From an optimization exercise on the open Yosys and OpenROAD flow, aimed at small area; shortcuts taken in it are not production practice.
Function was checked by simulation only, so behaviour that the tests miss may differ from the original.
In runs 2 to 4 the design's own scripts or RTL, not TritonCTS, make the clock network.
No driver is modelled on the clock port, so clock power and skew are understated where the tree is cut down; a real chip needs a root buffer or a tree.
No activity file was given, so power comes from the tool's default toggle rates.

==> flow/design.v (outline; a module is shown in full before it is edited, if it fits) <==
// module bw_o22ai: 3 lines
// module bw_a22oi: 3 lines
// module bw_a222oi: 4 lines
// module bw_nand2: 3 lines
// module bw_nor2: 3 lines
// module bw_inv: 3 lines
// module banner_window_extract: 526 lines
// module banner_scroller: 70 lines
module banner_scroller (
    input  logic              clk,
    input  logic              rst_n,
    input  logic              enable,
    input  logic              scroll_tick,
    output logic [ADDR_W-1:0] rom_addr,
    input  logic [WORD_W-1:0] rom_data,
    output logic              row_valid,
    input  logic              row_ready,
    output logic [3:0]        row_idx,
    output logic [WIN_W-1:0]  row_pixels,
    output logic              frame_done,
    output logic [OFF_W-1:0]  offset
);
  // ...
==> flow/flow/run.sh <==
#!/bin/bash
# Own layout flow: the standard ORFS flow (standard.sh) on a copy of ORFS's scripts, with
# these changes:
#  - ABC maps for area (amap) instead of ORFS's delay-driven "map -B 0.9" area script;
#  - port buffering uses the smallest buffer (buf_1) instead of the default choice;
#  - the clock tree is built by flow/mancts.tcl instead of clock_tree_synthesis: the clock
#    port drives a few leaf clock buffers, each driving one cluster of nearby registers.
# Every tool's output goes to ORFS's own per-step logs under orfs/logs, plus standard.log here.
set -euo pipefail
W=$PWD
CTS_LEAVES=4
CTS_BUF=sky130_fd_sc_hd__clkbuf_4
rm -rf "$W/scripts"
cp -r "$FLOW_HOME/scripts" "$W/scripts"
cp "$W/flow/abc_area.script" "$W/scripts/abc_area.script"
python3 - "$W/scripts/cts.tcl" "$W/flow/mancts.tcl" "$CTS_LEAVES" "$CTS_BUF" <<'PY'
import sys
path, man, n, buf = sys.argv[1:]
src = open(path).read()
old = "log_cmd clock_tree_synthesis {*}$cts_args"
assert src.count(old) == 1
src = src.replace(old, f"source {man}\nbench_manual_cts {n} {buf}\nset_propagated_clock [all_clocks]")
open(path, "w").write(src)
PY
export SCRIPTS_DIR="$W/scripts"
export BUFFER_PORTS_ARGS="-buffer_cell sky130_fd_sc_hd__buf_1"
bash "$W/standard.sh" > "$W/standard.log" 2>&1
==> flow/flow/abc_area.script <==
strash
dch
amap
topo
stime -c
==> flow/flow/mancts.tcl <==
# Manual clock buffering: the clock port drives N leaf buffers directly, each leaf drives the
# clock pins of one cluster of registers (k-means on register positions).
proc my_manual_cts { nleaf master_name } {
  set block [ord::get_db_block]
  set clknet [$block findNet clk]
  set master [[ord::get_db] findMaster $master_name]
  set sinks {}
  foreach it [$clknet getITerms] {
    set inst [$it getInst]
    lassign [$inst getLocation] x y
    lappend sinks [list $it $x $y]
  }
  set n [llength $sinks]
  # initial centers: spread along sorted x
  set sorted [lsort -integer -index 1 $sinks]
  set centers {}
  for {set k 0} {$k < $nleaf} {incr k} {
    set s [lindex $sorted [expr {int(($k + 0.5) * $n / $nleaf)}]]
    lappend centers [list [lindex $s 1] [lindex $s 2]]
  }
  for {set iter 0} {$iter < 50} {incr iter} {
    set groups {}
    for {set k 0} {$k < $nleaf} {incr k} { lappend groups {} }
    foreach s $sinks {
      set best 0; set bd 1e30
      for {set k 0} {$k < $nleaf} {incr k} {
        lassign [lindex $centers $k] cx cy
        set d [expr {abs([lindex $s 1]-$cx) + abs([lindex $s 2]-$cy)}]
        if {$d < $bd} {set bd $d; set best $k}
      }
      lset groups $best [concat [lindex $groups $best] [list $s]]
    }
    set newc {}
    for {set k 0} {$k < $nleaf} {incr k} {
      set g [lindex $groups $k]
      if {[llength $g] == 0} { lappend newc [lindex $centers $k]; continue }
      set sx 0; set sy 0
      foreach s $g { set sx [expr {$sx + [lindex $s 1]}]; set sy [expr {$sy + [lindex $s 2]}] }
      lappend newc [list [expr {int($sx / [llength $g])}] [expr {int($sy / [llength $g])}]]
    }
    set centers $newc
  }
  for {set k 0} {$k < $nleaf} {incr k} {
    set g [lindex $groups $k]
    if {[llength $g] == 0} continue
    set net [odb::dbNet_create $block "clknet_leaf_$k"]
    $net setSigType CLOCK
    set inst [odb::dbInst_create $block $master "clkbuf_leaf_$k"]
    [$inst findITerm A] connect $clknet
    [$inst findITerm X] connect $net
    foreach s $g { set it [lindex $s 0]; $it disconnect; $it connect $net }
    lassign [lindex $centers $k] cx cy
    $inst setLocation $cx $cy
    $inst setPlacementStatus PLACED
    puts "clock leaf $k: [llength $g] sinks at $cx $cy"
  }
  $clknet setSigType CLOCK
}
==> flow/standard.sh <==
#!/bin/bash
# synth_recipe.tcl (not shown) runs the flow's synth.tcl, then flattens the netlist and writes it again
# the make line also repeats each setting of config.mk as NAME=value (left out here)
make -C /OpenROAD-flow-scripts/flow DESIGN_CONFIG=/design/flow/config.mk WORK_HOME=/design/flow/orfs CLKGATE_MAP_FILE= SYNTH_SCRIPT=/design/flow/synth_recipe.tcl "${@:-finish}"
==> flow/config.mk <==
export PLATFORM = sky130hd
export DESIGN_NAME = banner_scroller
export DESIGN_NICKNAME = banner_scroller
export VERILOG_FILES = /design/flow/design.v
export SDC_FILE = /design/flow/constraint.sdc
export NUM_CORES = 8
export LEC_CHECK = 0
export ABC_AREA = 1
export CAP_MARGIN = 5
export CORE_MARGIN = 2
export CORE_UTILIZATION = 80
export SLEW_MARGIN = 5
export SYNTH_HIERARCHICAL = 1
==> flow/constraint.sdc <==
create_clock -name core_clock -period 7.0 [get_ports {clk}]
set_input_delay 1.4000 -clock core_clock [delete_from_list [all_inputs] [get_ports {clk}]]
set_output_delay 1.4000 -clock core_clock [all_outputs]
set_load 0.01 [all_outputs]
==> flow_metrics.py, run 1 <==
metrics = {
    "outcome": {
        "status": "did not finish",
        "failed_stage": "global placement without I/O (3_1_place_gp_skip_io)",
        "toolErrorMsg": "[ERROR GPL-0301] Utilization 102.800 % exceeds 100%.",
    },
    "synthesis": {
        "synth_compound_area_share_pct": 59.29,
        "synth_edf_count": 0,
        "synth-seq-cells": 47,
        "syn_nets": 452,
        "synth-simple-area-share_pct": 5.793,
        "syn-instance-count": 374,
        "synth-async-reset-ratio_pct": 0,
        "synth_xor_xnor_area_share_pct": 0,
        "synth_top_flop_cell": "dfxtp_1",
        "synth_fa_ha_area_share_pct": 0.7990,
        "synth_warnings": 7,
        "yosysMostFrequentCell": "o22ai_1",
        "synth.area.mux_share_pct": 0,
        "synth_common_cells": "170 x o22ai_1, 63 x a222oi_1, 47 x dfxtp_1",
        "synth.distinct_cells": 22,
        "synth-seq-area-share_pct": 30.04,
        "ys_top_cells_by_area": "o22ai_1 34%, dfxtp_1 30%, a222oi_1 20%",
        "synth_top_family_by_area": "compound AO/OA/AOI/OAI gates",
        "synth_area_um2": 3132,
        "synth_top_area_share_pct": 33.96,
        "synth_area_leader_cell": "o22ai_1",
        "post_synth.cell_area_avg_um2": 8.374,
    },
    "floorplan": {
        "die_w_um": 66.57,
        "rows": 22,
        "die_y_um": 66.57,
        "start_util_pct": 84.28,
    },
}
==> run 2, diff against run 1 <==
==> flow/flow/run.sh (replaced) <==
#!/bin/bash
# Own layout flow: the standard ORFS flow (standard.sh) on a copy of ORFS's scripts, with
# these changes:
#  - ABC maps for area (amap) instead of ORFS's delay-driven "map -B 0.9" area script;
#  - port buffering uses the smallest buffer (buf_1) instead of the default choice;
#  - after floorplanning, flow/inv2.tcl makes every inverter an inv_2 (same area, more drive).
# Every tool's output goes to ORFS's own per-step logs under orfs/logs, plus standard.log here.
set -euo pipefail
W=$PWD
# worst register clock-pin slew (ns) that the clock tree must reach by estimate
CTS_TARGET=0.115
rm -rf "$W/scripts"
cp -r "$FLOW_HOME/scripts" "$W/scripts"
cp "$W/flow/abc_area.script" "$W/scripts/abc_area.script"
python3 - "$W/scripts/cts.tcl" "$W/flow/mancts.tcl" "$CTS_TARGET" "$W/flow/cts_candidates.txt" <<'PY'
import sys
path, man, target, cands = sys.argv[1:]
src = open(path).read()
old = "log_cmd clock_tree_synthesis {*}$cts_args"
assert src.count(old) == 1
cand = open(cands).read().strip()
src = src.replace(old, f"source {man}\nbench_manual_cts {target} {{{cand}}}\nset_propagated_clock [all_clocks]")
open(path, "w").write(src)
PY
python3 - "$W/scripts/floorplan.tcl" "$W/flow/inv2.tcl" <<'PY'
import sys
path, tcl = sys.argv[1:]
src = open(path).read()
old = "source_step_tcl POST FLOORPLAN"
assert src.count(old) == 1
src = src.replace(old, old + f"\nsource {tcl}")
open(path, "w").write(src)
PY
export SCRIPTS_DIR="$W/scripts"
export BUFFER_PORTS_ARGS="-buffer_cell sky130_fd_sc_hd__buf_1"
bash "$W/standard.sh" > "$W/standard.log" 2>&1
==> flow/flow/cts_candidates.txt (new file) <==
{2 sky130_fd_sc_hd__clkbuf_1 0 sky130_fd_sc_hd__clkbuf_1} {2 sky130_fd_sc_hd__clkbuf_2 0 sky130_fd_sc_hd__clkbuf_1} {2 sky130_fd_sc_hd__clkbuf_1 1 sky130_fd_sc_hd__clkbuf_1} {3 sky130_fd_sc_hd__clkbuf_1 0 sky130_fd_sc_hd__clkbuf_1} {2 sky130_fd_sc_hd__clkbuf_1 1 sky130_fd_sc_hd__clkbuf_2} {2 sky130_fd_sc_hd__clkbuf_2 1 sky130_fd_sc_hd__clkbuf_1} {2 sky130_fd_sc_hd__clkbuf_1 1 sky130_fd_sc_hd__clkbuf_4} {2 sky130_fd_sc_hd__clkbuf_4 0 sky130_fd_sc_hd__clkbuf_1} {3 sky130_fd_sc_hd__clkbuf_1 1 sky130_fd_sc_hd__clkbuf_1} {4 sky130_fd_sc_hd__clkbuf_1 0 sky130_fd_sc_hd__clkbuf_1} {2 sky130_fd_sc_hd__clkbuf_2 1 sky130_fd_sc_hd__clkbuf_2} {3 sky130_fd_sc_hd__clkbuf_2 0 sky130_fd_sc_hd__clkbuf_1} {3 sky130_fd_sc_hd__clkbuf_1 1 sky130_fd_sc_hd__clkbuf_2} {2 sky130_fd_sc_hd__clkbuf_2 1 sky130_fd_sc_hd__clkbuf_4} {2 sky130_fd_sc_hd__clkbuf_4 1 sky130_fd_sc_hd__clkbuf_1} {3 sky130_fd_sc_hd__clkbuf_1 1 sky130_fd_sc_hd__clkbuf_4} {3 sky130_fd_sc_hd__clkbuf_1 2 sky130_fd_sc_hd__clkbuf_1} {3 sky130_fd_sc_hd__clkbuf_2 1 sky130_fd_sc_hd__clkbuf_1} {4 sky130_fd_sc_hd__clkbuf_1 1 sky130_fd_sc_hd__clkbuf_1} {2 sky130_fd_sc_hd__clkbuf_4 1 sky130_fd_sc_hd__clkbuf_2} {3 sky130_fd_sc_hd__clkbuf_2 1 sky130_fd_sc_hd__clkbuf_2} {4 sky130_fd_sc_hd__clkbuf_1 1 sky130_fd_sc_hd__clkbuf_2} {4 sky130_fd_sc_hd__clkbuf_2 0 sky130_fd_sc_hd__clkbuf_1} {2 sky130_fd_sc_hd__clkbuf_1 1 sky130_fd_sc_hd__clkbuf_8} {3 sky130_fd_sc_hd__clkbuf_1 2 sky130_fd_sc_hd__clkbuf_2} {2 sky130_fd_sc_hd__clkbuf_4 1 sky130_fd_sc_hd__clkbuf_4} {3 sky130_fd_sc_hd__clkbuf_4 0 sky130_fd_sc_hd__clkbuf_1} {4 sky130_fd_sc_hd__clkbuf_1 1 sky130_fd_sc_hd__clkbuf_4} {4 sky130_fd_sc_hd__clkbuf_1 2 sky130_fd_sc_hd__clkbuf_1} {5 sky130_fd_sc_hd__clkbuf_1 1 sky130_fd_sc_hd__clkbuf_1} {3 sky130_fd_sc_hd__clkbuf_2 1 sky130_fd_sc_hd__clkbuf_4} {3 sky130_fd_sc_hd__clkbuf_2 2 sky130_fd_sc_hd__clkbuf_1} {2 sky130_fd_sc_hd__clkbuf_2 1 sky130_fd_sc_hd__clkbuf_8} {4 sky130_fd_sc_hd__clkbuf_2 1 sky130_fd_sc_hd__clkbuf_1} {5 sky130_fd_sc_hd__clkbuf_1 1 sky130_fd_sc_hd__clkbuf_2} {3 sky130_fd_sc_hd__clkbuf_1 1 sky130_fd_sc_hd__clkbuf_8} {3 sky130_fd_sc_hd__clkbuf_2 2 sky130_fd_sc_hd__clkbuf_2} {4 sky130_fd_sc_hd__clkbuf_1 2 sky130_fd_sc_hd__clkbuf_2} {4 sky130_fd_sc_hd__clkbuf_2 1 sky130_fd_sc_hd__clkbuf_2} {3 sky130_fd_sc_hd__clkbuf_1 2 sky130_fd_sc_hd__clkbuf_4} {3 sky130_fd_sc_hd__clkbuf_4 1 sky130_fd_sc_hd__clkbuf_1} {4 sky130_fd_sc_hd__clkbuf_1 3 sky130_fd_sc_hd__clkbuf_1} {6 sky130_fd_sc_hd__clkbuf_1 1 sky130_fd_sc_hd__clkbuf_1} {5 sky130_fd_sc_hd__clkbuf_1 1 sky130_fd_sc_hd__clkbuf_4} {5 sky130_fd_sc_hd__clkbuf_1 2 sky130_fd_sc_hd__clkbuf_1} {2 sky130_fd_sc_hd__clkbuf_8 0 sky130_fd_sc_hd__clkbuf_1} {3 sky130_fd_sc_hd__clkbuf_4 1 sky130_fd_sc_hd__clkbuf_2} {6 sky130_fd_sc_hd__clkbuf_1 1 sky130_fd_sc_hd__clkbuf_2} {4 sky130_fd_sc_hd__clkbuf_2 1 sky130_fd_sc_hd__clkbuf_4} {4 sky130_fd_sc_hd__clkbuf_2 2 sky130_fd_sc_hd__clkbuf_1} {2 sky130_fd_sc_hd__clkbuf_4 1 sky130_fd_sc_hd__clkbuf_8} {3 sky130_fd_sc_hd__clkbuf_2 1 sky130_fd_sc_hd__clkbuf_8} {4 sky130_fd_sc_hd__clkbuf_1 1 sky130_fd_sc_hd__clkbuf_8} {5 sky130_fd_sc_hd__clkbuf_1 2 sky130_fd_sc_hd__clkbuf_2} {5 sky130_fd_sc_hd__clkbuf_2 1 sky130_fd_sc_hd__clkbuf_1} {3 sky130_fd_sc_hd__clkbuf_4 1 sky130_fd_sc_hd__clkbuf_4} {3 sky130_fd_sc_hd__clkbuf_4 2 sky130_fd_sc_hd__clkbuf_1} {4 sky130_fd_sc_hd__clkbuf_1 2 sky130_fd_sc_hd__clkbuf_4} {4 sky130_fd_sc_hd__clkbuf_4 0 sky130_fd_sc_hd__clkbuf_1} {5 sky130_fd_sc_hd__clkbuf_1 3 sky130_fd_sc_hd__clkbuf_1} {5 sky130_fd_sc_hd__clkbuf_2 1 sky130_fd_sc_hd__clkbuf_2} {6 sky130_fd_sc_hd__clkbuf_1 1 sky130_fd_sc_hd__clkbuf_4} {6 sky130_fd_sc_hd__clkbuf_1 2 sky130_fd_sc_hd__clkbuf_1} {7 sky130_fd_sc_hd__clkbuf_1 1 sky130_fd_sc_hd__clkbuf_1} {3 sky130_fd_sc_hd__clkbuf_2 2 sky130_fd_sc_hd__clkbuf_4} {4 sky130_fd_sc_hd__clkbuf_1 3 sky130_fd_sc_hd__clkbuf_2} {4 sky130_fd_sc_hd__clkbuf_2 2 sky130_fd_sc_hd__clkbuf_2} {2 sky130_fd_sc_hd__clkbuf_8 1 sky130_fd_sc_hd__clkbuf_1} {4 sky130_fd_sc_hd__clkbuf_2 3 sky130_fd_sc_hd__clkbuf_1} {7 sky130_fd_sc_hd__clkbuf_1 1 sky130_fd_sc_hd__clkbuf_2} {2 sky130_fd_sc_hd__clkbuf_1 1 sky130_fd_sc_hd__clkbuf_16} {2 sky130_fd_sc_hd__clkbuf_8 1 sky130_fd_sc_hd__clkbuf_2} {3 sky130_fd_sc_hd__clkbuf_4 2 sky130_fd_sc_hd__clkbuf_2} {5 sky130_fd_sc_hd__clkbuf_1 1 sky130_fd_sc_hd__clkbuf_8} {5 sky130_fd_sc_hd__clkbuf_2 1 sky130_fd_sc_hd__clkbuf_4} {5 sky130_fd_sc_hd__clkbuf_2 2 sky130_fd_sc_hd__clkbuf_1} {6 sky130_fd_sc_hd__clkbuf_1 2 sky130_fd_sc_hd__clkbuf_2} {6 sky130_fd_sc_hd__clkbuf_1 3 sky130_fd_sc_hd__clkbuf_1} {4 sky130_fd_sc_hd__clkbuf_2 1 sky130_fd_sc_hd__clkbuf_8} {4 sky130_fd_sc_hd__clkbuf_4 1 sky130_fd_sc_hd__clkbuf_1} {5 sky130_fd_sc_hd__clkbuf_1 2 sky130_fd_sc_hd__clkbuf_4} {5 sky130_fd_sc_hd__clkbuf_1 3 sky130_fd_sc_hd__clkbuf_2} {5 sky130_fd_sc_hd__clkbuf_1 4 sky130_fd_sc_hd__clkbuf_1} {6 sky130_fd_sc_hd__clkbuf_2 1 sky130_fd_sc_hd__clkbuf_1} {7 sky130_fd_sc_hd__clkbuf_1 1 sky130_fd_sc_hd__clkbuf_4} {7 sky130_fd_sc_hd__clkbuf_1 2 sky130_fd_sc_hd__clkbuf_1} {8 sky130_fd_sc_hd__clkbuf_1 1 sky130_fd_sc_hd__clkbuf_1} {2 sky130_fd_sc_hd__clkbuf_2 1 sky130_fd_sc_hd__clkbuf_16} {2 sky130_fd_sc_hd__clkbuf_8 1 sky130_fd_sc_hd__clkbuf_4} {4 sky130_fd_sc_hd__clkbuf_2 2 sky130_fd_sc_hd__clkbuf_4} {4 sky130_fd_sc_hd__clkbuf_4 1 sky130_fd_sc_hd__clkbuf_2} {5 sky130_fd_sc_hd__clkbuf_2 2 sky130_fd_sc_hd__clkbuf_2} {8 sky130_fd_sc_hd__clkbuf_1 1 sky130_fd_sc_hd__clkbuf_2} {4 sky130_fd_sc_hd__clkbuf_2 3 sky130_fd_sc_hd__clkbuf_2} {6 sky130_fd_sc_hd__clkbuf_2 1 sky130_fd_sc_hd__clkbuf_2} {3 sky130_fd_sc_hd__clkbuf_4 1 sky130_fd_sc_hd__clkbuf_8} {6 sky130_fd_sc_hd__clkbuf_1 1 sky130_fd_sc_hd__clkbuf_8} {3 sky130_fd_sc_hd__clkbuf_1 1 sky130_fd_sc_hd__clkbuf_16} {5 sky130_fd_sc_hd__clkbuf_2 3 sky130_fd_sc_hd__clkbuf_1} {7 sky130_fd_sc_hd__clkbuf_1 2 sky130_fd_sc_hd__clkbuf_2} {3 sky130_fd_sc_hd__clkbuf_4 2 sky130_fd_sc_hd__clkbuf_4} {4 sky130_fd_sc_hd__clkbuf_1 3 sky130_fd_sc_hd__clkbuf_4} {4 sky130_fd_sc_hd__clkbuf_4 1 sky130_fd_sc_hd__clkbuf_4} {4 sky130_fd_sc_hd__clkbuf_4 2 sky130_fd_sc_hd__clkbuf_1} {6 sky130_fd_sc_hd__clkbuf_1 2 sky130_fd_sc_hd__clkbuf_4} {6 sky130_fd_sc_hd__clkbuf_1 3 sky130_fd_sc_hd__clkbuf_2} {6 sky130_fd_sc_hd__clkbuf_1 4 sky130_fd_sc_hd__clkbuf_1} {6 sky130_fd_sc_hd__clkbuf_2 1 sky130_fd_sc_hd__clkbuf_4} {6 sky130_fd_sc_hd__clkbuf_2 2 sky130_fd_sc_hd__clkbuf_1} {7 sky130_fd_sc_hd__clkbuf_1 3 sky130_fd_sc_hd__clkbuf_1} {8 sky130_fd_sc_hd__clkbuf_1 1 sky130_fd_sc_hd__clkbuf_4} {8 sky130_fd_sc_hd__clkbuf_1 2 sky130_fd_sc_hd__clkbuf_1} {9 sky130_fd_sc_hd__clkbuf_1 1 sky130_fd_sc_hd__clkbuf_1} {3 sky130_fd_sc_hd__clkbuf_1 2 sky130_fd_sc_hd__clkbuf_8} {5 sky130_fd_sc_hd__clkbuf_1 4 sky130_fd_sc_hd__clkbuf_2} {5 sky130_fd_sc_hd__clkbuf_2 1 sky130_fd_sc_hd__clkbuf_8} {7 sky130_fd_sc_hd__clkbuf_2 1 sky130_fd_sc_hd__clkbuf_1} {9 sky130_fd_sc_hd__clkbuf_1 1 sky130_fd_sc_hd__clkbuf_2} {2 sky130_fd_sc_hd__clkbuf_4 1 sky130_fd_sc_hd__clkbuf_16} {3 sky130_fd_sc_hd__clkbuf_2 1 sky130_fd_sc_hd__clkbuf_16} {4 sky130_fd_sc_hd__clkbuf_1 1 sky130_fd_sc_hd__clkbuf_16} {4 sky130_fd_sc_hd__clkbuf_4 2 sky130_fd_sc_hd__clkbuf_2} {5 sky130_fd_sc_hd__clkbuf_2 2 sky130_fd_sc_hd__clkbuf_4} {5 sky130_fd_sc_hd__clkbuf_2 3 sky130_fd_sc_hd__clkbuf_2} {5 sky130_fd_sc_hd__clkbuf_2 4 sky130_fd_sc_hd__clkbuf_1} {6 sky130_fd_sc_hd__clkbuf_2 2 sky130_fd_sc_hd__clkbuf_2} {7 sky130_fd_sc_hd__clkbuf_1 1 sky130_fd_sc_hd__clkbuf_8} {7 sky130_fd_sc_hd__clkbuf_2 1 sky130_fd_sc_hd__clkbuf_2} {8 sky130_fd_sc_hd__clkbuf_1 2 sky130_fd_sc_hd__clkbuf_2} {2 sky130_fd_sc_hd__clkbuf_8 1 sky130_fd_sc_hd__clkbuf_8} {3 sky130_fd_sc_hd__clkbuf_8 0 sky130_fd_sc_hd__clkbuf_1} {4 sky130_fd_sc_hd__clkbuf_4 3 sky130_fd_sc_hd__clkbuf_1} {5 sky130_fd_sc_hd__clkbuf_1 3 sky130_fd_sc_hd__clkbuf_4} {5 sky130_fd_sc_hd__clkbuf_4 1 sky130_fd_sc_hd__clkbuf_1} {7 sky130_fd_sc_hd__clkbuf_1 2 sky130_fd_sc_hd__clkbuf_4} {7 sky130_fd_sc_hd__clkbuf_1 4 sky130_fd_sc_hd__clkbuf_1} {8 sky130_fd_sc_hd__clkbuf_1 3 sky130_fd_sc_hd__clkbuf_1} {9 sky130_fd_sc_hd__clkbuf_1 1 sky130_fd_sc_hd__clkbuf_4} {9 sky130_fd_sc_hd__clkbuf_1 2 sky130_fd_sc_hd__clkbuf_1} {10 sky130_fd_sc_hd__clkbuf_1 1 sky130_fd_sc_hd__clkbuf_1} {6 sky130_fd_sc_hd__clkbuf_2 3 sky130_fd_sc_hd__clkbuf_1} {7 sky130_fd_sc_hd__clkbuf_1 3 sky130_fd_sc_hd__clkbuf_2} {4 sky130_fd_sc_hd__clkbuf_1 2 sky130_fd_sc_hd__clkbuf_8} {7 sky130_fd_sc_hd__clkbuf_2 1 sky130_fd_sc_hd__clkbuf_4} {7 sky130_fd_sc_hd__clkbuf_2 2 sky130_fd_sc_hd__clkbuf_1} {3 sky130_fd_sc_hd__clkbuf_2 2 sky130_fd_sc_hd__clkbuf_8} {4 sky130_fd_sc_hd__clkbuf_2 3 sky130_fd_sc_hd__clkbuf_4} {5 sky130_fd_sc_hd__clkbuf_4 1 sky130_fd_sc_hd__clkbuf_2} {6 sky130_fd_sc_hd__clkbuf_1 4 sky130_fd_sc_hd__clkbuf_2} {10 sky130_fd_sc_hd__clkbuf_1 1 sky130_fd_sc_hd__clkbuf_2} {4 sky130_fd_sc_hd__clkbuf_4 1 sky130_fd_sc_hd__clkbuf_8} {5 sky130_fd_sc_hd__clkbuf_1 1 sky130_fd_sc_hd__clkbuf_16} {6 sky130_fd_sc_hd__clkbuf_2 1 sky130_fd_sc_hd__clkbuf_8} {8 sky130_fd_sc_hd__clkbuf_1 1 sky130_fd_sc_hd__clkbuf_8} {8 sky130_fd_sc_hd__clkbuf_2 1 sky130_fd_sc_hd__clkbuf_1} {9 sky130_fd_sc_hd__clkbuf_1 2 sky130_fd_sc_hd__clkbuf_2} {3 sky130_fd_sc_hd__clkbuf_8 1 sky130_fd_sc_hd__clkbuf_1} {4 sky130_fd_sc_hd__clkbuf_2 1 sky130_fd_sc_hd__clkbuf_16} {4 sky130_fd_sc_hd__clkbuf_4 2 sky130_fd_sc_hd__clkbuf_4} {4 sky130_fd_sc_hd__clkbuf_4 3 sky130_fd_sc_hd__clkbuf_2} {5 sky130_fd_sc_hd__clkbuf_2 4 sky130_fd_sc_hd__clkbuf_2} {5 sky130_fd_sc_hd__clkbuf_4 1 sky130_fd_sc_hd__clkbuf_4} {5 sky130_fd_sc_hd__clkbuf_4 2 sky130_fd_sc_hd__clkbuf_1} {6 sky130_fd_sc_hd__clkbuf_1 3 sky130_fd_sc_hd__clkbuf_4} {7 sky130_fd_sc_hd__clkbuf_2 2 sky130_fd_sc_hd__clkbuf_2} {8 sky130_fd_sc_hd__clkbuf_1 2 sky130_fd_sc_hd__clkbuf_4} {8 sky130_fd_sc_hd__clkbuf_1 3 sky130_fd_sc_hd__clkbuf_2} {8 sky130_fd_sc_hd__clkbuf_1 4 sky130_fd_sc_hd__clkbuf_1} {9 sky130_fd_sc_hd__clkbuf_1 3 sky130_fd_sc_hd__clkbuf_1} {10 sky130_fd_sc_hd__clkbuf_1 1 sky130_fd_sc_hd__clkbuf_4} {10 sky130_fd_sc_hd__clkbuf_1 2 sky130_fd_sc_hd__clkbuf_1} {11 sky130_fd_sc_hd__clkbuf_1 1 sky130_fd_sc_hd__clkbuf_1} {6 sky130_fd_sc_hd__clkbuf_2 2 sky130_fd_sc_hd__clkbuf_4} {6 sky130_fd_sc_hd__clkbuf_2 3 sky130_fd_sc_hd__clkbuf_2} {6 sky130_fd_sc_hd__clkbuf_2 4 sky130_fd_sc_hd__clkbuf_1} {8 sky130_fd_sc_hd__clkbuf_2 1 sky130_fd_sc_hd__clkbuf_2} {5 sky130_fd_sc_hd__clkbuf_1 2 sky130_fd_sc_hd__clkbuf_8} {7 sky130_fd_sc_hd__clkbuf_2 3 sky130_fd_sc_hd__clkbuf_1} {3 sky130_fd_sc_hd__clkbuf_8 1 sky130_fd_sc_hd__clkbuf_2} {7 sky130_fd_sc_hd__clkbuf_1 4 sky130_fd_sc_hd__clkbuf_2} {11 sky130_fd_sc_hd__clkbuf_1 1 sky130_fd_sc_hd__clkbuf_2} {3 sky130_fd_sc_hd__clkbuf_4 1 sky130_fd_sc_hd__clkbuf_16} {4 sky130_fd_sc_hd__clkbuf_2 2 sky130_fd_sc_hd__clkbuf_8} {5 sky130_fd_sc_hd__clkbuf_2 3 sky130_fd_sc_hd__clkbuf_4} {5 sky130_fd_sc_hd__clkbuf_4 2 sky130_fd_sc_hd__clkbuf_2} {6 sky130_fd_sc_hd__clkbuf_1 1 sky130_fd_sc_hd__clkbuf_16} {8 sky130_fd_sc_hd__clkbuf_2 1 sky130_fd_sc_hd__clkbuf_4} {8 sky130_fd_sc_hd__clkbuf_2 2 sky130_fd_sc_hd__clkbuf_1} {9 sky130_fd_sc_hd__clkbuf_1 1 sky130_fd_sc_hd__clkbuf_8} {10 sky130_fd_sc_hd__clkbuf_1 2 sky130_fd_sc_hd__clkbuf_2} {3 sky130_fd_sc_hd__clkbuf_8 1 sky130_fd_sc_hd__clkbuf_4} {3 sky130_fd_sc_hd__clkbuf_8 2 sky130_fd_sc_hd__clkbuf_1} {6 sky130_fd_sc_hd__clkbuf_4 1 sky130_fd_sc_hd__clkbuf_1} {7 sky130_fd_sc_hd__clkbuf_2 1 sky130_fd_sc_hd__clkbuf_8} {11 sky130_fd_sc_hd__clkbuf_1 1 sky130_fd_sc_hd__clkbuf_4} {11 sky130_fd_sc_hd__clkbuf_1 2 sky130_fd_sc_hd__clkbuf_1} {12 sky130_fd_sc_hd__clkbuf_1 1 sky130_fd_sc_hd__clkbuf_1} {5 sky130_fd_sc_hd__clkbuf_1 4 sky130_fd_sc_hd__clkbuf_4} {5 sky130_fd_sc_hd__clkbuf_4 3 sky130_fd_sc_hd__clkbuf_1} {7 sky130_fd_sc_hd__clkbuf_1 3 sky130_fd_sc_hd__clkbuf_4} {9 sky130_fd_sc_hd__clkbuf_1 2 sky130_fd_sc_hd__clkbuf_4} {9 sky130_fd_sc_hd__clkbuf_1 3 sky130_fd_sc_hd__clkbuf_2} {9 sky130_fd_sc_hd__clkbuf_1 4 sky130_fd_sc_hd__clkbuf_1} {9 sky130_fd_sc_hd__clkbuf_2 1 sky130_fd_sc_hd__clkbuf_1} {10 sky130_fd_sc_hd__clkbuf_1 3 sky130_fd_sc_hd__clkbuf_1} {2 sky130_fd_sc_hd__clkbuf_16 0 sky130_fd_sc_hd__clkbuf_1} {3 sky130_fd_sc_hd__clkbuf_4 2 sky130_fd_sc_hd__clkbuf_8} {5 sky130_fd_sc_hd__clkbuf_2 1 sky130_fd_sc_hd__clkbuf_16} {6 sky130_fd_sc_hd__clkbuf_1 2 sky130_fd_sc_hd__clkbuf_8} {6 sky130_fd_sc_hd__clkbuf_2 4 sky130_fd_sc_hd__clkbuf_2} {6 sky130_fd_sc_hd__clkbuf_4 1 sky130_fd_sc_hd__clkbuf_2} {7 sky130_fd_sc_hd__clkbuf_2 2 sky130_fd_sc_hd__clkbuf_4} {7 sky130_fd_sc_hd__clkbuf_2 3 sky130_fd_sc_hd__clkbuf_2} {7 sky130_fd_sc_hd__clkbuf_2 4 sky130_fd_sc_hd__clkbuf_1} {8 sky130_fd_sc_hd__clkbuf_1 4 sky130_fd_sc_hd__clkbuf_2} {8 sky130_fd_sc_hd__clkbuf_2 2 sky130_fd_sc_hd__clkbuf_2} {12 sky130_fd_sc_hd__clkbuf_1 1 sky130_fd_sc_hd__clkbuf_2} {9 sky130_fd_sc_hd__clkbuf_2 1 sky130_fd_sc_hd__clkbuf_2} {3 sky130_fd_sc_hd__clkbuf_8 2 sky130_fd_sc_hd__clkbuf_2} {5 sky130_fd_sc_hd__clkbuf_4 1 sky130_fd_sc_hd__clkbuf_8} {7 sky130_fd_sc_hd__clkbuf_1 1 sky130_fd_sc_hd__clkbuf_16} {8 sky130_fd_sc_hd__clkbuf_2 3 sky130_fd_sc_hd__clkbuf_1} {10 sky130_fd_sc_hd__clkbuf_1 1 sky130_fd_sc_hd__clkbuf_8} {11 sky130_fd_sc_hd__clkbuf_1 2 sky130_fd_sc_hd__clkbuf_2} {2 sky130_fd_sc_hd__clkbuf_8 1 sky130_fd_sc_hd__clkbuf_16} {4 sky130_fd_sc_hd__clkbuf_4 3 sky130_fd_sc_hd__clkbuf_4} {5 sky130_fd_sc_hd__clkbuf_2 2 sky130_fd_sc_hd__clkbuf_8} {6 sky130_fd_sc_hd__clkbuf_1 4 sky130_fd_sc_hd__clkbuf_4} {6 sky130_fd_sc_hd__clkbuf_4 1 sky130_fd_sc_hd__clkbuf_4} {6 sky130_fd_sc_hd__clkbuf_4 2 sky130_fd_sc_hd__clkbuf_1} {8 sky130_fd_sc_hd__clkbuf_1 3 sky130_fd_sc_hd__clkbuf_4} {11 sky130_fd_sc_hd__clkbuf_1 3 sky130_fd_sc_hd__clkbuf_1} {12 sky130_fd_sc_hd__clkbuf_1 1 sky130_fd_sc_hd__clkbuf_4} {12 sky130_fd_sc_hd__clkbuf_1 2 sky130_fd_sc_hd__clkbuf_1} {5 sky130_fd_sc_hd__clkbuf_4 2 sky130_fd_sc_hd__clkbuf_4} {5 sky130_fd_sc_hd__clkbuf_4 3 sky130_fd_sc_hd__clkbuf_2} {5 sky130_fd_sc_hd__clkbuf_4 4 sky130_fd_sc_hd__clkbuf_1} {6 sky130_fd_sc_hd__clkbuf_2 3 sky130_fd_sc_hd__clkbuf_4} {9 sky130_fd_sc_hd__clkbuf_2 1 sky130_fd_sc_hd__clkbuf_4} {9 sky130_fd_sc_hd__clkbuf_2 2 sky130_fd_sc_hd__clkbuf_1} {10 sky130_fd_sc_hd__clkbuf_1 2 sky130_fd_sc_hd__clkbuf_4} {10 sky130_fd_sc_hd__clkbuf_1 3 sky130_fd_sc_hd__clkbuf_2} {10 sky130_fd_sc_hd__clkbuf_1 4 sky130_fd_sc_hd__clkbuf_1} {2 sky130_fd_sc_hd__clkbuf_16 1 sky130_fd_sc_hd__clkbuf_1} {7 sky130_fd_sc_hd__clkbuf_1 2 sky130_fd_sc_hd__clkbuf_8} {8 sky130_fd_sc_hd__clkbuf_2 1 sky130_fd_sc_hd__clkbuf_8} {10 sky130_fd_sc_hd__clkbuf_2 1 sky130_fd_sc_hd__clkbuf_1} {9 sky130_fd_sc_hd__clkbuf_1 4 sky130_fd_sc_hd__clkbuf_2} {3 sky130_fd_sc_hd__clkbuf_8 1 sky130_fd_sc_hd__clkbuf_8} {4 sky130_fd_sc_hd__clkbuf_8 0 sky130_fd_sc_hd__clkbuf_1} {6 sky130_fd_sc_hd__clkbuf_4 2 sky130_fd_sc_hd__clkbuf_2} {11 sky130_fd_sc_hd__clkbuf_1 1 sky130_fd_sc_hd__clkbuf_8} {12 sky130_fd_sc_hd__clkbuf_1 2 sky130_fd_sc_hd__clkbuf_2} {2 sky130_fd_sc_hd__clkbuf_16 1 sky130_fd_sc_hd__clkbuf_2} {4 sky130_fd_sc_hd__clkbuf_4 1 sky130_fd_sc_hd__clkbuf_16} {5 sky130_fd_sc_hd__clkbuf_2 4 sky130_fd_sc_hd__clkbuf_4} {6 sky130_fd_sc_hd__clkbuf_2 1 sky130_fd_sc_hd__clkbuf_16} {7 sky130_fd_sc_hd__clkbuf_2 4 sky130_fd_sc_hd__clkbuf_2} {8 sky130_fd_sc_hd__clkbuf_1 1 sky130_fd_sc_hd__clkbuf_16} {8 sky130_fd_sc_hd__clkbuf_2 2 sky130_fd_sc_hd__clkbuf_4} {8 sky130_fd_sc_hd__clkbuf_2 3 sky130_fd_sc_hd__clkbuf_2} {8 sky130_fd_sc_hd__clkbuf_2 4 sky130_fd_sc_hd__clkbuf_1} {9 sky130_fd_sc_hd__clkbuf_2 2 sky130_fd_sc_hd__clkbuf_2} {10 sky130_fd_sc_hd__clkbuf_2 1 sky130_fd_sc_hd__clkbuf_2}
==> flow/flow/inv2.tcl (new file) <==
# Every inverter becomes inv_2: it has the same area as inv_1 and clkinv_1 but twice the drive,
# so the select lines of the window shifter need no repair buffers.
set n 0
foreach inst [[ord::get_db_block] getInsts] {
  set m [[$inst getMaster] getName]
  if {$m == "sky130_fd_sc_hd__inv_1" || $m == "sky130_fd_sc_hd__clkinv_1"} {
    replace_cell [$inst getName] sky130_fd_sc_hd__inv_2
    incr n
  }
}
puts "inv2.tcl: $n inverters made inv_2"
==> flow/flow/mancts.tcl (replaced) <==

proc my_kmeans { sinks nleaf } {
  set n [llength $sinks]
  set sorted [lsort -integer -index 1 $sinks]
  set centers {}
  for {set k 0} {$k < $nleaf} {incr k} {
    set s [lindex $sorted [expr {int(($k + 0.5) * $n / $nleaf)}]]
    lappend centers [list [lindex $s 1] [lindex $s 2]]
  }
  for {set iter 0} {$iter < 50} {incr iter} {
    set groups {}
    for {set k 0} {$k < $nleaf} {incr k} { lappend groups {} }
    foreach s $sinks {
      set best 0; set bd 1e30
      for {set k 0} {$k < $nleaf} {incr k} {
        lassign [lindex $centers $k] cx cy
        set d [expr {abs([lindex $s 1]-$cx) + abs([lindex $s 2]-$cy)}]
        if {$d < $bd} {set bd $d; set best $k}
      }
      lset groups $best [concat [lindex $groups $best] [list $s]]
    }
    set newc {}
    for {set k 0} {$k < $nleaf} {incr k} {
      set g [lindex $groups $k]
      if {[llength $g] == 0} { lappend newc [lindex $centers $k]; continue }
      set sx 0; set sy 0
      foreach s $g { set sx [expr {$sx + [lindex $s 1]}]; set sy [expr {$sy + [lindex $s 2]}] }
      lappend newc [list [expr {int($sx / [llength $g])}] [expr {int($sy / [llength $g])}]]
    }
    set centers $newc
  }
  return [list $groups $centers]
}

proc my_clock_slew { } {
  estimate_parasitics -placement
  set mx 0
  foreach pin [get_pins -hierarchical */CLK] {
    set s [get_property $pin slew_max]
    if {$s > $mx} {set mx $s}
  }
  return $mx
}

proc my_make_level { block parent_net items nclu master tag } {
  # items: list of {iterm x y}; makes nclu buffers fed by parent_net, each driving one cluster
  # of items; returns list of {inst net count} and list of {A-iterm x y} of the new buffers
  lassign [my_kmeans $items $nclu] groups centers
  set made {}
  set feeds {}
  for {set k 0} {$k < $nclu} {incr k} {
    set g [lindex $groups $k]
    if {[llength $g] == 0} continue
    set net [odb::dbNet_create $block "clknet_${tag}_$k"]
    $net setSigType CLOCK
    set inst [odb::dbInst_create $block $master "clkbuf_${tag}_$k"]
    [$inst findITerm A] connect $parent_net
    [$inst findITerm X] connect $net
    foreach s $g { set it [lindex $s 0]; $it disconnect; $it connect $net }
    lassign [lindex $centers $k] cx cy
    $inst setLocation $cx $cy
    $inst setPlacementStatus PLACED
    lappend made [list $inst $net [llength $g]]
    lappend feeds [list [$inst findITerm A] $cx $cy]
  }
  return [list $made $feeds]
}

proc my_manual_cts { target_ns candidates } {
  # candidates: {nleaf leaf_master nmid mid_master} (nmid 0: leaves fed by the port)
  set block [ord::get_db_block]
  set clknet [$block findNet clk]
  $clknet setSigType CLOCK
  set sinks {}
  foreach it [$clknet getITerms] {
    lassign [[$it getInst] getLocation] x y
    lappend sinks [list $it $x $y]
  }
  set_propagated_clock [all_clocks]
  foreach cand $candidates {
    lassign $cand nleaf leaf_name nmid mid_name
    lassign [my_make_level $block $clknet $sinks $nleaf [[ord::get_db] findMaster $leaf_name] leaf] made feeds
    set made_mid {}
    if {$nmid > 0} {
      lassign [my_make_level $block $clknet $feeds $nmid [[ord::get_db] findMaster $mid_name] mid] made_mid feeds2
    }
    detailed_placement
    set slew [my_clock_slew]
    puts "manual cts: $nleaf x $leaf_name under $nmid x $mid_name: estimated worst clock-pin slew [format %.1f [expr {$slew * 1000}]] ps"
    if {$slew <= $target_ns} {
      foreach m [concat $made_mid $made] { puts "  [[lindex $m 0] getName]: drives [lindex $m 2]" }
      return
    }
    foreach m [concat $made_mid $made] {
      lassign $m inst net cnt
      foreach it [$net getITerms] {
        if {[$it getInst] != $inst} { $it disconnect; $it connect $clknet }
      }
      [$inst findITerm A] disconnect
      [$inst findITerm X] disconnect
      odb::dbInst_destroy $inst
      odb::dbNet_destroy $net
    }
  }
  error "manual cts: no candidate met the clock slew target"
}
--- a/flow/config.mk
+++ b/flow/config.mk
@@ -8,6 +8,7 @@
 export ABC_AREA = 1
 export CAP_MARGIN = 5
 export CORE_MARGIN = 2
-export CORE_UTILIZATION = 80
+export CORE_UTILIZATION = 65
+export PLACE_DENSITY = 0.85
 export SLEW_MARGIN = 5
 export SYNTH_HIERARCHICAL = 1
==> run 2 against run 1 <==
Synthesized cell count did not move. Synthesized area unchanged. The run now finishes clean.
==> flow_metrics.py, run 2 <==
metrics = {
    "outcome": {
        "status": "complete, no violations",
    },
    "route": {
        "ant_nets": 0,
        "dr.first_iter.drc_count": 861,
        "wl_per_cell_um": 20.73,
        "first_pass_iters": 10,
        "via_per_inst": 8.178,
        "routed_wl_um": 11400,
        "remaining_drc_errors": 0,
        "vias": 4498,
    },
    "power": {
        "pwr-share-comb_pct": 35.3,
        "internal_power_uw": 465.1,
        "pwr-share-clk_pct": 14.3,
        "sw_frac_of_total_pct": 36.49,
        "p_switching_uw": 267.2,
        "pwr-share-seq_pct": 50.4,
        "power.leakage_nw": 1.175,
        "ir_drop_v": 0.0002126,
        "p_per_area_nw_per_um2": 199.6,
    },
    "final_layout": {
        "drive_above_1_share_pct": 5.242,
        "layout_commonest_cell": "o22ai_1",
        "syn_to_final_growth_pct": 17.14,
        "regMostFlops": "pix_q",
        "nets": 576,
        "largest_registers": "pix_q x32, off_q x7, idx_q x4",
        "layout_common_cells": "170 x o22ai_1, 124 x buf_1, 63 x a222oi_1",
        "diodes": 0,
        "largest_register_ffs": 32,
    },
    "global_route": {
        "grt_pass1_vias": 3433,
        "grt.total_usage_pct": 38.17,
        "grt_max_degree": 56,
        "grt_pass1_wl_um": 16730,
        "antenna_found_initial": 0,
        "overflow": 0,
    },
    "floorplan": {
        "fp.dieArea_um2": 5389,
        "coreArea_um2": 4692,
        "start_util_pct": 66.75,
        "pin_count": 126,
        "die_y_um": 73.41,
        "rows": 25,
        "die_w_um": 73.41,
    },
    "synthesis": {
        "ys_top_cells_by_area": "o22ai_1 34%, dfxtp_1 30%, a222oi_1 20%",
        "synth_edf_count": 0,
        "synth_area_leader_cell": "o22ai_1",
        "synth-seq-area-share_pct": 30.04,
        "synth.distinct_cells": 22,
        "yosysMostFrequentCell": "o22ai_1",
        "synth_warnings": 7,
        "syn-instance-count": 374,
        "synth_common_cells": "170 x o22ai_1, 63 x a222oi_1, 47 x dfxtp_1",
        "post_synth.cell_area_avg_um2": 8.374,
        "synth_area_um2": 3132,
        "synth-async-reset-ratio_pct": 0,
        "synth_top_flop_cell": "dfxtp_1",
        "synth_top_area_share_pct": 33.96,
        "synth-seq-cells": 47,
        "syn_nets": 452,
    },
    "place": {
        "hpwlAfterDp_um": 7843,
        "io_buffers": 124,
        "gp_congestion": 0.9146,
    },
    "sta": {
        "min_period_ps": 3322,
        "min_period_over_period_pct": 47.46,
        "worstMarginPinSlew_ps": 827.2,
        "setup_tns_ps": 0,
        "fin_skew_ps": 15.14,
        "hold_violations": 0,
        "max_freq_mhz": 301.0,
        "whs_ps": 511.9,
        "setup_violations": 0,
        "final-max-slew-violation-count": 0,
        "relSlewSlack_pct": 44.78,
        "rsz0062_at_grt": "no",
    },
    "worst_setup_path": {
        "startpoint_type": "input pin",
        "critPathKind": "input pin to flip-flop",
        "cp.arrival_ps": 3340,
        "critPathMaxFanout": 2,
        "setup.worst_path.end_class": "flip-flop",
        "worstPathRequired_ps": 7020,
    },
    "hold_path": {
        "min_path_type": "flip-flop to flip-flop",
    },
    "clocking": {
        "holdBufCountCts": 0,
        "post-cts-setup-buffers": 0,
        "clk_pin_slew_ps": 100,
        "cts_resized": 0,
        "clk_latency_ps": 160,
    },
    "job": {
        "maxCapViolCount": 0,
    },
}
==> run 2: cell counts after synthesis <==
No cell type changed its count.
==> run 2: through the flow <==
| step | total power [mW] | setup WS, ps | utilization, % | cell area, µm² | cells |
|---|---|---|---|---|---|
| floorplan | 0.5091 | 3785 | - | 3132 | 374 |
| global placement | 0.6013 | 3788 | 77.31 | 3627 | 547 |
| detailed placement | 0.6115 | 3700 | 77.31 | 3627 | 547 |
| CTS | 0.7204 | 3798 | 78.19 | 3669 | 550 |
| global route | 0.7590 | 3614 | 78.19 | 3669 | 550 |
| finish | 0.7323 | 3678 | 78.19 | 3669 | 550 |
==> run 2: kinds of logic (layout without fill, tap and decap cells) <==
logic type | after synthesis | in the layout | share of synthesized area (%)
AO/OA/AOI/OAI | 256 | 256 | 59.29
adder cells (fa/ha/maj) | 2 | 2 | 0.7989
buffers and inverters | 28 | 150 | 3.955
flip-flops | 47 | 47 | 30.04
other | 1 | 1 | 0.1197
AND/OR/NAND/NOR | 40 | 40 | 5.793
==> run 2: critical path, stage by stage <==
cell and delay, ps:
buf_1 70, a222oi_1 500, o22ai_1 190, o22ai_1 280, o22ai_1 170, a222oi_1 560
o22ai_1 170
==> run 2: worst paths after layout <==
path	from	to	slack (ps)	cells after the start
max	rom_data[39]	pix_q[27]	3680	7
min	off_q[0]	off_q[0]	510	2
max reg2reg	off_q[5]	pix_q[27]	3810	8
min reg2reg	off_q[0]	off_q[0]	510	2
==> run 2: layout make-up <==
type / count / area, µm²
buffer: 3 / 41.29
inverter: 23 / 86.33
multi-input combinational: 299 / 2067
tap: 54 / 67.56
timing repair buffer: 124 / 465.4
fill: 369 / 1023
sequential: 47 / 940.9
==> run 2: modules after synthesis, one instance, submodules excluded, excerpt <==
module	flops+latches	cells inside	area (µm²)
bw_a22oi	0	1	7.507
bw_a222oi	0	1	10.01
bw_nand2	0	1	3.754
banner_scroller	47	103	1239
bw_o22ai	0	1	6.256
bw_inv	0	1	3.754
==> run 2: power groups by stage <==
stage	Sequential (mW)	Combinational (mW)	Clock, mW
2_1_floorplan	0.392	0.117	0
3_3_place_gp	0.367	0.234	0
3_5_place_dp	0.370	0.242	0
4_1_cts	0.366	0.251	0.104
5_1_grt	0.372	0.276	0.111
6_report	0.369	0.258	0.104
==> run 2: per-layer routing <==
layer	routed length, µm	track usage, %	vias up
li1	-	-	2019
met3	1489	3.155	55
met4	397	12.12	0
met2	5127	61.96	420
met5	0	0	-
met1	4386	53.88	2004
==> run 3, diff against run 2 <==
--- a/flow/config.mk
+++ b/flow/config.mk
@@ -8,7 +8,6 @@
 export ABC_AREA = 1
 export CAP_MARGIN = 5
 export CORE_MARGIN = 2
-export CORE_UTILIZATION = 65
-export PLACE_DENSITY = 0.85
+export CORE_UTILIZATION = 60
 export SLEW_MARGIN = 5
 export SYNTH_HIERARCHICAL = 1
==> run 3 against run 2 <==
Critical path depth increased by 1. Clock skew is 14 ps higher. Clock power increased by 16%. Largest cell class unchanged. Combinational power fell by 3%. First-iteration DRC count is 17% lower. Still clean on timing, DRC and antenna. Worst setup slack improved by 280 ps. Critical path type is now flip-flop to flip-flop. Largest power group unchanged. Die area increased by 7.9%. Register-to-register slack improved by 150 ps. Synthesized cell count stayed put.
==> flow_metrics.py, run 3 <==
metrics = {
    "route": {
        "routed_wl_um": 11210,
        "ant_nets": 0,
        "first_pass_iters": 6,
        "dr.first_iter.drc_count": 716,
        "via_per_inst": 7.640,
        "wl_per_cell_um": 19.67,
        "vias": 4355,
        "remaining_drc_errors": 0,
    },
    "power": {
        "power.leakage_nw": 1.182,
        "p_per_area_nw_per_um2": 200.5,
        "pwr-share-clk_pct": 16.3,
        "internal_power_uw": 466.7,
        "ir_drop_v": 0.0002152,
        "pwr-share-comb_pct": 33.9,
        "sw_frac_of_total_pct": 37.03,
        "pwr-share-seq_pct": 49.8,
        "p_switching_uw": 274.4,
    },
    "final_layout": {
        "nets": 580,
        "drive_above_1_share_pct": 5.800,
        "largest_register_ffs": 32,
        "largest_registers": "pix_q x32, off_q x7, idx_q x4",
        "layout_common_cells": "170 x o22ai_1, 124 x buf_1, 63 x a222oi_1",
        "syn_to_final_growth_pct": 18.02,
        "diodes": 0,
        "layout_commonest_cell": "o22ai_1",
        "regMostFlops": "pix_q",
        "final_cells": 570,
    },
    "synthesis": {
        "synth.distinct_cells": 22,
        "syn-instance-count": 374,
        "synth_common_cells": "170 x o22ai_1, 63 x a222oi_1, 47 x dfxtp_1",
        "ys_top_cells_by_area": "o22ai_1 34%, dfxtp_1 30%, a222oi_1 20%",
        "synth_top_area_share_pct": 33.96,
        "synth-async-reset-ratio_pct": 0,
        "synth_area_um2": 3132,
        "synth_area_leader_cell": "o22ai_1",
        "yosysMostFrequentCell": "o22ai_1",
        "synth_edf_count": 0,
        "syn_nets": 452,
        "synth_top_flop_cell": "dfxtp_1",
        "synth-seq-cells": 47,
        "synth_warnings": 7,
        "post_synth.cell_area_avg_um2": 8.374,
        "synth-seq-area-share_pct": 30.04,
    },
    "sta": {
        "layout_setup_ws_ps": 3958,
        "relSlewSlack_pct": 45.47,
        "setup_violations": 0,
        "rsz0062_at_grt": "no",
        "setup_tns_ps": 0,
        "min_period_ps": 3042,
        "fin_skew_ps": 28.98,
        "final-max-slew-violation-count": 0,
        "worstMarginPinSlew_ps": 816.7,
        "max_freq_mhz": 328.7,
        "hold_violations": 0,
        "min_period_over_period_pct": 43.46,
    },
    "place": {
        "io_buffers": 124,
        "place_ws_ps": 3777,
        "gp_congestion": 0.9261,
        "hpwlAfterDp_um": 7729,
        "dp.cells": 563,
    },
    "worst_setup_path": {
        "cp.arrival_ps": 3520,
        "reg2reg_depth": 8,
        "r2r_end": "pix_q[19]",
        "critPathKind": "flip-flop to flip-flop",
        "worstPathRequired_ps": 7470,
        "startpoint_type": "flip-flop",
        "r2r_setup_slack_ps": 3960,
        "setup.worst_path.end_class": "flip-flop",
        "r2r_start": "off_q[5]",
        "critPathMaxFanout": 55,
    },
    "floorplan": {
        "rows": 26,
        "fp.dieArea_um2": 5813,
        "die_y_um": 76.25,
        "die_w_um": 76.25,
        "start_util_pct": 61.71,
        "coreArea_um2": 5075,
        "pin_count": 126,
    },
    "global_route": {
        "grt.total_usage_pct": 35.58,
        "overflow": 0,
        "antenna_found_initial": 0,
        "grt_pass1_vias": 3693,
        "grt_max_degree": 56,
        "grt_pass1_wl_um": 17900,
    },
    "clocking": {
        "holdBufCountCts": 0,
        "cts_resized": 0,
        "post-cts-setup-buffers": 0,
        "clk_latency_ps": 620,
        "clk_pin_slew_ps": 100,
    },
    "hold_path": {
        "whs_path_depth": 2,
        "worstHoldEndpoint": "idx_q[0]",
        "min_path_type": "flip-flop to flip-flop",
        "hold_start": "idx_q[0]",
    },
    "job": {
        "maxCapViolCount": 0,
    },
    "outcome": {
        "status": "complete, no violations",
    },
}
-- run 3: power groups by stage --
stage	clock network [mW]	registers, mW	logic (mW)
3_3_place_gp	0	0.368	0.235
6_report	0.121	0.369	0.251
5_1_grt	0.135	0.373	0.271
3_5_place_dp	0	0.369	0.240
2_1_floorplan	0	0.392	0.117
4_1_cts	0.123	0.366	0.246
-- run 3: layer usage --
metal / share of wire [%] / global-route usage, % / vias to the layer above
met4: 2.4 / 9.091 / 0
li1: - / - / 2023
met5: 0 / 0 / -
met2: 44 / 56.64 / 335
met3: 13 / 4.502 / 28
met1: 41 / 51.07 / 1969
-- run 3: logic make-up (layout without fill, tap and decap cells) --
kind of cell	after synthesis	after routing	synth area share, %
buffers and inverters	28	154	3.955
other	1	1	0.1197
DFF	47	47	30.04
and+or+nand+nor	40	40	5.793
AOI/OAI and AO/OA	256	256	59.29
adders and majority gates	2	2	0.7989
-- run 3: how the worst max path moves through the flow --
stage / start / to / slack (ps) / cells after the start
floorplan: off_q[5] / pix_q[22] / 3780 / 9
global placement: rom_data[36] / pix_q[6] / 3750 / 7
detailed placement: rom_data[33] / pix_q[19] / 3780 / 7
CTS: off_q[5] / pix_q[19] / 4070 / 8
global route: off_q[4] / pix_q[7] / 3800 / 7
finish: off_q[5] / pix_q[19] / 3960 / 8
-- run 3: layout make-up --
class	instances	area (µm²)
plain buffers	7	48.80
fillers	454	1379
inverters	23	86.33
multi-input cells	299	2067
flip-flops and latches	47	940.9
well taps	70	87.58
repair buffers	124	465.4
-- run 3: metrics by stage --
| stage | area (µm²) | hold slack (ps) | power, mW | utilization [%] |
|---|---|---|---|---|
| after floorplan | 3132 | 472.7 | 0.5091 | - |
| after global placement | 3647 | 472.1 | 0.6023 | 71.87 |
| after detailed placement | 3647 | 482.3 | 0.6089 | 71.87 |
| after CTS | 3696 | 521.6 | 0.7352 | 72.83 |
| after global routing | 3696 | 533.4 | 0.7795 | 72.83 |
| final | 3696 | 520.7 | 0.7411 | 72.83 |
-- run 3: modules after synthesis, one instance, submodules excluded, excerpt --
module,copies in the design,cells,flip-flops and latches,cell area [µm²]
bw_a22oi,15,1,0,7.507
bw_o22ai,170,1,0,6.256
bw_inv,18,1,0,3.754
bw_a222oi,63,1,0,10.01
banner_scroller,1,103,47,1239
bw_nand2,5,1,0,3.754
-- run 3: worst max-delay path: stages, from the launching register on --
cell and delay, ps:
dfxtp_1 350, inv_2 270, inv_2 390, a222oi_1 500, o22ai_1 170, o22ai_1 340, o22ai_1 170, a222oi_1 510
o22ai_1 160
==> run 4, diff against run 3 <==
--- a/flow/config.mk
+++ b/flow/config.mk
@@ -8,6 +8,7 @@
 export ABC_AREA = 1
 export CAP_MARGIN = 5
 export CORE_MARGIN = 2
-export CORE_UTILIZATION = 60
+export CORE_UTILIZATION = 70
+export PLACE_DENSITY = 0.9
 export SLEW_MARGIN = 5
 export SYNTH_HIERARCHICAL = 1
==> run 4 against run 3 <==
Global-route usage grew 17 points. Synthesized cell count unchanged. Largest cell class unchanged. First-iteration DRC count up 100%. Fmax decreased by 7.6%. Final area is 0.61% lower. Critical endpoint is now pix_q[10]. Die area shrank 14%. Sequential power up 1%. Highest routed layer unchanged. Clock skew is 2.4 ps higher. Critical path depth did not move.
==> flow_metrics.py, run 4 <==
metrics = {
    "floorplan": {
        "die_y_um": 70.89,
        "start_util_pct": 72.42,
        "coreArea_um2": 4324,
        "pin_count": 126,
        "rows": 24,
        "fp.dieArea_um2": 5025,
        "die_w_um": 70.89,
    },
    "outcome": {
        "status": "complete, no violations",
    },
    "route": {
        "first_pass_iters": 13,
        "remaining_drc_errors": 0,
        "wl_per_cell_um": 25.09,
        "vias": 4817,
        "routed_wl_um": 13850,
        "ant_nets": 0,
        "dr.first_iter.drc_count": 1443,
        "via_per_inst": 8.726,
    },
    "final_layout": {
        "fin_area_um2": 3674,
        "layout_common_cells": "170 x o22ai_1, 124 x buf_1, 63 x a222oi_1",
        "regMostFlops": "pix_q",
        "syn_to_final_growth_pct": 17.30,
        "largest_registers": "pix_q x32, off_q x7, idx_q x4",
        "nets": 580,
        "largest_register_ffs": 32,
        "layout_commonest_cell": "o22ai_1",
        "drive_above_1_share_pct": 5.800,
        "diodes": 0,
    },
    "power": {
        "pwr-share-clk_pct": 16.1,
        "pwr-share-comb_pct": 36.4,
        "p_per_area_nw_per_um2": 214.3,
        "internal_power_uw": 466.9,
        "p_switching_uw": 320.5,
        "pwr-share-seq_pct": 47.5,
        "sw_frac_of_total_pct": 40.70,
        "ir_drop_v": 0.0003005,
        "power.leakage_nw": 1.182,
    },
    "synthesis": {
        "synth_top_flop_cell": "dfxtp_1",
        "synth-seq-area-share_pct": 30.04,
        "synth_top_area_share_pct": 33.96,
        "synth-async-reset-ratio_pct": 0,
        "synth_area_um2": 3132,
        "ys_top_cells_by_area": "o22ai_1 34%, dfxtp_1 30%, a222oi_1 20%",
        "post_synth.cell_area_avg_um2": 8.374,
        "yosysMostFrequentCell": "o22ai_1",
        "syn-instance-count": 374,
        "syn_nets": 452,
        "synth.distinct_cells": 22,
        "synth_edf_count": 0,
        "synth_area_leader_cell": "o22ai_1",
        "synth-seq-cells": 47,
        "synth_common_cells": "170 x o22ai_1, 63 x a222oi_1, 47 x dfxtp_1",
        "synth_warnings": 7,
    },
    "clocking": {
        "holdBufCountCts": 0,
        "post-cts-setup-buffers": 0,
        "clk_latency_ps": 630,
        "cts_resized": 0,
        "clk_pin_slew_ps": 80,
    },
    "worst_setup_path": {
        "setup.worst_path.end_class": "flip-flop",
        "critPathKind": "flip-flop to flip-flop",
        "startpoint_type": "flip-flop",
        "critPathMaxFanout": 55,
        "worstPathRequired_ps": 7440,
        "cp.arrival_ps": 3740,
    },
    "hold_path": {
        "min_path_type": "flip-flop to flip-flop",
    },
    "sta": {
        "min_period_over_period_pct": 47.04,
        "setup_violations": 0,
        "max_freq_mhz": 303.7,
        "worstMarginPinSlew_ps": 812.5,
        "relSlewSlack_pct": 45.75,
        "min_period_ps": 3293,
        "hold_violations": 0,
        "fin_skew_ps": 31.41,
        "final-max-slew-violation-count": 0,
        "setup_tns_ps": 0,
        "rsz0062_at_grt": "no",
    },
    "global_route": {
        "overflow": 0,
        "grt_max_degree": 56,
        "grt_pass1_vias": 4012,
        "antenna_found_initial": 0,
        "grt.total_usage_pct": 52.26,
        "grt_pass1_wl_um": 21230,
    },
    "place": {
        "hpwlAfterDp_um": 8268,
        "gp_congestion": 0.9341,
        "postPlaceCellArea_um2": 3625,
        "io_buffers": 124,
    },
    "job": {
        "maxCapViolCount": 0,
    },
}
==> run 4: cell counts in the layout (fill, tap and decap cells not counted) <==
No cell type changed its count.
==> run 4: critical path: stages, from the launching register on <==
cell and delay [ps]:
dfxtp_1 350, inv_2 270, inv_2 390, a222oi_1 490, o22ai_1 170, o22ai_1 350
o22ai_1 220, a222oi_1 670, o22ai_1 210
==> run 4: path summary, 6_finish.rpt <==
kind,from,end,slack [ps],cells past startpoint
min reg2reg,off_q[6],off_q[6],550,2
max reg2reg,off_q[5],pix_q[10],3710,8
min,off_q[6],off_q[6],550,2
max,off_q[5],pix_q[10],3710,8
==> run 4: power by group through the flow <==
stage / clock network [mW] / logic [mW] / registers (mW)
6_report: 0.127 / 0.287 / 0.374
5_1_grt: 0.131 / 0.292 / 0.374
4_1_cts: 0.121 / 0.267 / 0.368
3_5_place_dp: 0 / 0.246 / 0.371
3_3_place_gp: 0 / 0.232 / 0.367
2_1_floorplan: 0 / 0.117 / 0.392
==> run 4: cell type report <==
class	count	area (µm²)
fillers	268	650.6
plain buffers	7	48.80
flip-flops and latches	47	940.9
repair buffers	124	465.4
well taps	52	65.06
inverters	23	86.33
multi-input cells	299	2067
==> run 4: modules after synthesis, one instance, submodules excluded, excerpt <==
module,flip-flops and latches,cells inside,times used,area (µm²)
banner_scroller,47,103,1,1239
bw_a222oi,0,1,63,10.01
bw_a22oi,0,1,15,7.507
bw_o22ai,0,1,170,6.256
bw_inv,0,1,18,3.754
bw_nand2,0,1,5,3.754
==> run 4: layer usage <==
layer / global-route usage (%) / wire, µm
met5: 0 / 0
met4: 32.49 / 1399
met3: 14.81 / 2290
met2: 79.65 / 5709
met1: 65.26 / 4451
==> run 4: cell families after synthesis <==
family	count (synthesis)	synth area share, %
compound gates	256	59.29
flops	47	30.04
simple gates	40	5.793
buf+inv	28	3.955
fa+ha+maj	2	0.7989
other cells	1	0.1197
==> run 4: stage by stage <==
stage	std cells	worst slack [ps]	util, %	hold slack, ps	power (mW)
after floorplan	374	3785	-	472.7	0.5091
after global placement	545	3784	83.83	471.8	0.5988
after detailed placement	545	3726	83.83	491.9	0.6164
after CTS	552	4011	84.95	531.8	0.7560
after global routing	552	3647	84.95	546.9	0.7961
final	552	3708	84.95	546.8	0.7873

==> re-timing with driven ports <==
How much do the figures lean on ideal ports? The routed layouts below were timed once more, with nothing changed but the port constraints.
Step 1 sets driving cells, clkbuf_16 on the clock port and buf_2 on the other inputs (assumed; they add their load-dependent delay and slew).
Step 2, shift: input delay + t, output delay - t, t = (earliest + latest rising clock arrival at the registers) / 2. This alone moves slack from input paths to output paths.
Slacks: no drivers / after step 1 / after step 2; pairs: no drivers / after step 1.
| run | t (ns) | setup WS [ns] | hold WS [ns] | clock arrival spread, ns | worst data-port slew with drivers (ns) |
|---|---|---|---|---|---|
| run 2 | 0.199 | 3.678 / 3.701 / 3.503 | 0.512 / 0.512 / 0.512 | 0.015 / 0.015 | 0.04 |
| run 3 | 0.625 | 3.958 / 3.958 / 3.625 | 0.521 / 0.521 / 0.521 | 0.029 / 0.029 | 0.04 |
| run 4 | 0.639 | 3.707 / 3.707 / 3.317 | 0.547 / 0.547 / 0.547 | 0.032 / 0.031 | 0.05 |
After both steps setup and hold are still met in every run listed. For run 4, which loses most, drivers alone change the setup slack by 0.000 ns; drivers and shift together by -0.390 ns.
